This design comes from an exercise in tuning for small area on the open sky130 flow, not from production work. Function was checked by simulation only, so behaviour that the tests miss may differ from the original. Power and IR drop assume default switching activity.

Setup of run A:
## mipsCore
module mipsCore (
    input  logic                    clk,
    input  logic                    rst_n,
    input  logic [31:0]             instr,
    output logic [32-1:0] instrAddr,
    output logic                    wbValid,
    output logic [4:0]              wbDest,
    output logic [32-1:0] wbData
);
    logic [4:0]  cnt;       
    logic        p2;        
    logic        clr;       
    logic        halt;      
    logic [9:0]  pc;        
    logic        c;         
    logic        eqa;       
    logic [31:0] W;         
    assign instrAddr = {20'd0, pc, 2'b00};
    assign wbData    = W;
    logic [5:0] op, fn;
    logic [4:0] rs, rt, rd, sh, dest;
    assign op = instr[31:26];
    assign rs = instr[25:21];
    assign rt = instr[20:16];
    assign rd = instr[15:11];
    assign sh = instr[10:6];
    assign fn = instr[5:0];
    logic isR, fAdd, fSub, fAnd, fOr, fXor, fSlt, fSll, fSrl;
    logic iAddi, iAndi, iOri, iBeq, iBne, iJ;
    assign isR   = (op == 6'h00);
    assign fAdd  = isR && fn == 6'h20;
    assign fSub  = isR && fn == 6'h22;
    assign fAnd  = isR && fn == 6'h24;
    assign fOr   = isR && fn == 6'h25;
    assign fXor  = isR && fn == 6'h26;
    assign fSlt  = isR && fn == 6'h2a;
    assign fSll  = isR && fn == 6'h00;
    assign fSrl  = isR && fn == 6'h02;
    assign iAddi = (op == 6'h08);
    assign iAndi = (op == 6'h0c);
    assign iOri  = (op == 6'h0d);
    assign iBeq  = (op == 6'h04);
    assign iBne  = (op == 6'h05);
    assign iJ    = (op == 6'h02);
    logic doAdd, doSub, doAnd, doOr, useImm, twoPass, wr;
    assign doAdd   = fAdd | iAddi;
    assign doSub   = fSub | fSlt;
    assign doAnd   = fAnd | iAndi;
    assign doOr    = fOr  | iOri;
    assign useImm  = iAddi | iAndi | iOri;
    assign twoPass = fSlt | fSll | fSrl;
    assign dest    = isR ? rd : rt;
    assign wr      = (fAdd | fSub | fAnd | fOr | fXor | fSlt | fSll | fSrl | useImm) && dest != 5'd0;
    logic [31:0] heads;      
    logic        d;          
    logic        wen;        
    logic [4:0]  bAddr;
    logic        aBit, bBit;
    assign heads[0] = 1'b0;
    genvar k;
    generate
        for (k = 1; k < 32; k++) begin : g_reg
            logic [31:0] r;
  ...
Size in the first run: roughly 25000 µm² of cells after synthesis.
clock: 10.0 ns
lec_check: 0
cap_margin: 40
core_margin: 2
core_utilization: 60
cts_buf_list: sky130_fd_sc_hd__clkbuf_8
cts_cluster_diameter: 80
cts_cluster_size: 20
place_density: 0.7
slew_margin: 40
run.sh (not shown) runs the stock make flow with config.mk's settings and CLKGATE_MAP_FILE= SYNTH_SCRIPT=/design/flow/synth_recipe.tcl, a recipe that flattens the netlist after the stock synthesis.
Run A reached the final stage; the timing, DRC and antenna checks on its layout passed.
Inputs modified between run A and run B:
# run A
export LEC_CHECK = 0
export CAP_MARGIN = 40
export CORE_MARGIN = 2
export CORE_UTILIZATION = 60
export CTS_BUF_LIST = sky130_fd_sc_hd__clkbuf_8
export CTS_CLUSTER_DIAMETER = 80
export CTS_CLUSTER_SIZE = 20
export PLACE_DENSITY = 0.7
export SLEW_MARGIN = 40
create_clock -name core_clock -period 10.0 [get_ports {clk}]
# run B
export LEC_CHECK = 0
export CAP_MARGIN = 40
export CORE_MARGIN = 2
export CORE_UTILIZATION = 40
export PLACE_DENSITY = 0.6
export SLEW_MARGIN = 40
create_clock -name core_clock -period 10.0 [get_ports {clk}]
==> comparison <==
- Run B: flow completed, timing, DRC and antenna clean
- Summary — number of iterations in the first detailed-routing pass, run B relative to run A: lower, by 1.
- Re placeable core area: run B and run A aren't equal, and the lower value belongs to run A.
- Row die area: run B higher / run A lower
- Run B: combinational share of power lower than run A
- Compared with run A, in run B area of the multi-input gates closely matched the old numbers, internal reg-to-reg setup slack increased by 0.04 ns relative to the old numbers.
- Comparing the two runs side by side, run B comes out behind run A on final worst hold slack.
The following lists how run C was set up differently from run B:
# run B
export LEC_CHECK = 0
export CAP_MARGIN = 40
export CORE_MARGIN = 2
export CORE_UTILIZATION = 40
export PLACE_DENSITY = 0.6
export SLEW_MARGIN = 40
create_clock -name core_clock -period 10.0 [get_ports {clk}]
# run C
export LEC_CHECK = 0
export CAP_MARGIN = 40
export CORE_MARGIN = 2
export CORE_UTILIZATION = 60
export CTS_BUF_LIST = sky130_fd_sc_hd__clkbuf_16
export CTS_CLUSTER_DIAMETER = 100
export CTS_CLUSTER_SIZE = 30
export PLACE_DENSITY = 0.7
export SLEW_MARGIN = 40
create_clock -name core_clock -period 10.0 [get_ports {clk}]
--- outcome ---
No stage failed in run C, and the final checks on the layout all came back clean.
For layout filler cell count, dividing the value from run C by the value from run B gives 0.54.
Run C ended with less clock network fraction of design power than run B.
Global-route met3 utilization (run C over run B): increase, 0.27 points
Run C reports a higher amount of wire on met2 after detailed routing than run B does.
Global-route usage: run C > run B
The final reports for run C and run B show wire length lower in the former.

-- what the ideal ports hide --
The results above use ideal ports. As a check the final layouts listed here were re-extracted and re-timed, cells and wires unchanged. Step 1 assumes that a clkbuf_16 drives the clock port and a buf_2 every other input. Step 2 moves the port delays by t, midway between the first and last clock arrival at a register: inputs arrive t later, outputs are due t later. That takes back most of the time a late clock gives input paths. Three values: no drivers, after step 1, after step 2; two values: the first two.
| run | t (ns) | setup WS [ns] | worst setup path at the end | cell pins on the clock port's net |
|---|---|---|---|---|
| run A | 0.720 | 1.392 / 1.417 / 0.696 | input to register | 1 |
| run B | 0.663 | 1.464 / 1.491 / 0.828 | input to register | 1 |
| run C | 0.627 | 1.316 / 1.343 / 0.716 | input to register | 1 |
After both steps setup and hold are still met in every run listed. For run A, which loses most, drivers alone change the setup slack by +0.025 ns; drivers and shift together by -0.696 ns.
